Source: an optimization exercise on an open RTL-to-GDS flow (aim: small area, a short achievable clock period and few clock cycles per item). Production flows keep margins and buffers that such runs may drop.
Function was checked by simulation only, so behaviour that the tests miss may differ from the original.

main:
Design nearest_path_segment_search_top, start of the top module:
module nearest_path_segment_search_top #(
    parameter int PATH_DEPTH  = nps_pkg::PATH_DEPTH_DEF,
    parameter int COORD_WIDTH = nps_pkg::COORD_WIDTH_DEF,
    parameter int NL          = 2,
    parameter logic [24:0] REGM = 25'b1111111111111111101010100
) (
    input  logic                              clk,
    input  logic                              rst_n,
    input  logic                              cfg_we,
    input  logic                              cfg_index,
    input  logic [nps_pkg::CFG_DATA_W-1:0]    cfg_data,
    input  logic                              in_valid,
    output logic                              in_ready,
    input  logic                              opcode,
    input  logic [nps_pkg::INDEX_W-1:0]       point_index,
    input  logic signed [COORD_WIDTH-1:0]     coord_x,
    input  logic signed [COORD_WIDTH-1:0]     coord_y,
    output logic                              out_valid,
    input  logic                              out_ready,
    output logic [nps_pkg::INDEX_W-1:0]       target_index
);
clock: 10.0 ns
lec_check: 0
abc_area: 1
abc_clock_period_in_ps: 3500
cap_margin: 20
core_margin: 2
core_utilization: 55
cts_cluster_diameter: 90
cts_cluster_size: 25
place_density: 0.65
setup_slack_margin: 5
slew_margin: 20
run.sh (not shown) runs the stock make flow with config.mk's settings and CLKGATE_MAP_FILE= SYNTH_SCRIPT=/design/flow/synth_recipe.tcl, a recipe that flattens the netlist after the stock synthesis.
Testbench counts of main, summed over its fixed seeds: cycles 9,792, queries 192.
> inputs changed (main -> the feature branch)
# main
export LEC_CHECK = 0
export ABC_AREA = 1
export ABC_CLOCK_PERIOD_IN_PS = 3500
export CAP_MARGIN = 20
export CORE_MARGIN = 2
export CORE_UTILIZATION = 55
export CTS_CLUSTER_DIAMETER = 90
export CTS_CLUSTER_SIZE = 25
export PLACE_DENSITY = 0.65
export SETUP_SLACK_MARGIN = 5
export SLEW_MARGIN = 20
create_clock -name core_clock -period 10.0 [get_ports {clk}]
# the feature branch
export LEC_CHECK = 0
export ABC_CLOCK_PERIOD_IN_PS = 3500
export CAP_MARGIN = 20
export CORE_MARGIN = 2
export CORE_UTILIZATION = 55
export CTS_CLUSTER_DIAMETER = 100
export CTS_CLUSTER_SIZE = 30
export PLACE_DENSITY = 0.65
export SETUP_SLACK_MARGIN = 5
export SLEW_MARGIN = 20
create_clock -name core_clock -period 10.0 [get_ports {clk}]
==> results.txt <==
The feature branch: no failed stages, no open violations at the end. Comparing the feature branch and main, the lower arrival time at the worst endpoint was measured on the feature branch. Comparing the feature branch and main, the lower fraction of area in registers was measured on main. The number of post-CTS setup repair buffers in the feature branch was lower than what main gave. Layout-stage area growth over the synthesis result (higher): main.

* * *

Another version of the RTL of nearest_path_segment_search_top (not shown whole).
clock: 10.0 ns
lec_check: 0
abc_clock_period_in_ps: 3500
cap_margin: 20
core_margin: 2
core_utilization: 40
setup_slack_margin: 5
slew_margin: 20
Testbench counts at the start, summed over its fixed seeds: cycles 9,792, queries 192.
Then changed:
==> flow/flow/run.sh (new file) <==
#!/bin/bash
set -euo pipefail
cd "$(dirname "${BASH_SOURCE[0]}")/.."
bash standard.sh SETUP_SLACK_MARGIN=6.0 finish > flow_standard.log 2>&1
==> flow/standard.sh (new file) <==
#!/bin/bash
# synth_recipe.tcl (not shown) runs the flow's synth.tcl, then flattens the netlist and writes it again
# the make line also repeats each setting of config.mk as NAME=value (left out here)
make -C /OpenROAD-flow-scripts/flow DESIGN_CONFIG=/design/flow/config.mk WORK_HOME=/design/flow/orfs CLKGATE_MAP_FILE= SYNTH_SCRIPT=/design/flow/synth_recipe.tcl "${@:-finish}"
--- a/flow/config.mk
+++ b/flow/config.mk
@@ -12 +11,0 @@
-export SETUP_SLACK_MARGIN = 5
removed: flow/run.sh
Result: Global-route usage rose by 0.53 points; cell area is higher by 4.1%; hold slack gains 0.0063 ns.

* * *

## run A
nearest_path_segment_search_top, a different RTL version from the one above (not shown whole).
Size: ~47000 cells after synthesis, about 9700 flip-flops, ~92 I/O pins.
## nearest_path_segment_search_top
module nearest_path_segment_search_top #(
    parameter int PATH_DEPTH  = nps_pkg::PATH_DEPTH_DEF,
    parameter int COORD_WIDTH = nps_pkg::COORD_WIDTH_DEF,
    parameter int NL          = 2,
    parameter logic [24:0] REGM = 25'b1111111111111111101010100
) (
    input  logic                              clk,
    input  logic                              rst_n,
    input  logic                              cfg_we,
    input  logic                              cfg_index,
    input  logic [nps_pkg::CFG_DATA_W-1:0]    cfg_data,
    input  logic                              in_valid,
    output logic                              in_ready,
    input  logic                              opcode,
    input  logic [nps_pkg::INDEX_W-1:0]       point_index,
    input  logic signed [COORD_WIDTH-1:0]     coord_x,
    input  logic signed [COORD_WIDTH-1:0]     coord_y,
    output logic                              out_valid,
  ...
export LEC_CHECK = 0
export ABC_CLOCK_PERIOD_IN_PS = 3500
export CAP_MARGIN = 20
export CORE_MARGIN = 2
export CORE_UTILIZATION = 60
export CTS_CLUSTER_DIAMETER = 90
export CTS_CLUSTER_SIZE = 25
export PLACE_DENSITY = 0.7
export SLEW_MARGIN = 20
create_clock -name core_clock -period 10.0 [get_ports {clk}]
standard.sh (not shown) runs the stock make flow with config.mk's settings and CLKGATE_MAP_FILE= SYNTH_SCRIPT=/design/flow/synth_recipe.tcl, a recipe that flattens the netlist after the stock synthesis.
==> flow/flow/run.sh <==
#!/bin/bash
set -euo pipefail
cd "$(dirname "${BASH_SOURCE[0]}")/.."
bash standard.sh SETUP_SLACK_MARGIN=5.85 finish > flow_standard.log 2>&1
Nothing crashed in run A and all stages finished; the problem is that the final layout failed, the offending checks being capacitance limit, slew limit.
Testbench counts of run A, summed over its fixed seeds: cycles 9,792, queries 192.
Input-level comparison between run B and run A:
==> flow/flow/run.sh <==
#!/bin/bash
set -euo pipefail
cd "$(dirname "${BASH_SOURCE[0]}")/.."
bash standard.sh SETUP_SLACK_MARGIN=6.0 finish > flow_standard.log 2>&1
[summary]
Run B ended up with g_lane[1].u_dj.dx[13] as its start point of the critical path; run A ended up with u_div.g_st[0].g_ln[0].qd_o[15].
Higher count of cells along the worst register-to-register path among run B and run A: run A
Looking across run B and run A, the single run that reached the end with no open violations was run B.
For run A, the capturing element of the worst setup path was u_div.g_st[1].g_ln[0].rem_o[0], unlike run B, where it was g_lane[1].u_dj.u_sq.r1783.
Run B falls short of run A in maximum frequency.
Multi-input combinational cell count of run B is on par with run A.
Input-level comparison between run C and run B:
Settings: PLACE_DENSITY changed from 0.7 to 0.76; CORE_UTILIZATION changed from 60 to 66.
==> flow/flow/run.sh <==
#!/bin/bash
set -euo pipefail
cd "$(dirname "${BASH_SOURCE[0]}")/.."
bash standard.sh SETUP_SLACK_MARGIN=6.2 finish > flow_standard.log 2>&1
==> comparison <==
Global-route usage (lower): run B
Utilization, run B and run C: higher on run C
Delta(number of placed instances with taps included, run C - run B) < 0
Run C vs run B, cell with the largest stage delay on the worst path: fa_1 vs fa_2

[static timing again, ports no longer ideal]
In the flow no input, the clock included, has a driving cell. The finished layouts below were timed again as built, in two steps. Step 1 (the two cells are an assumption about what drives the block):
set clk [get_ports {clk}]
set_driving_cell -lib_cell sky130_fd_sc_hd__clkbuf_16 $clk
set_driving_cell -lib_cell sky130_fd_sc_hd__buf_2 [delete_from_list [all_inputs] $clk]
Step 2 adds t to the input delays and takes it off the output delays; t is the mean of the earliest and latest rising clock arrival at the registers after step 1. Input paths then give back, and output paths get back, about the clock's delay inside the block. a / b / c = ideal ports / drivers / drivers and shift; a / b = the first two.
run | shift t [ns] | setup WS [ns] | worst setup path at the end | clock arrival spread, ns
main | 1.317 | 5.044 / 5.044 / 4.900 | input to register | 0.167 / 0.167
the feature branch | 1.236 | 5.077 / 5.077 / 4.660 | input to register | 0.173 / 0.173
the first run of note 2 | 1.356 | 5.117 / 5.117 / 4.578 | input to register | 0.141 / 0.140
the second run of note 2 | 1.364 | 5.403 / 5.403 / 4.963 | input to register | 0.136 / 0.136
run A | 1.241 | 5.898 / 5.898 / 4.980 | input to register | 0.132 / 0.132
run B | 1.268 | 5.856 / 5.856 / 5.074 | input to register | 0.117 / 0.117
run C | 1.262 | 5.813 / 5.813 / 5.313 | input to register | 0.168 / 0.168
For run A, which loses most, drivers alone change the setup slack by 0.000 ns; drivers and shift together by -0.918 ns.
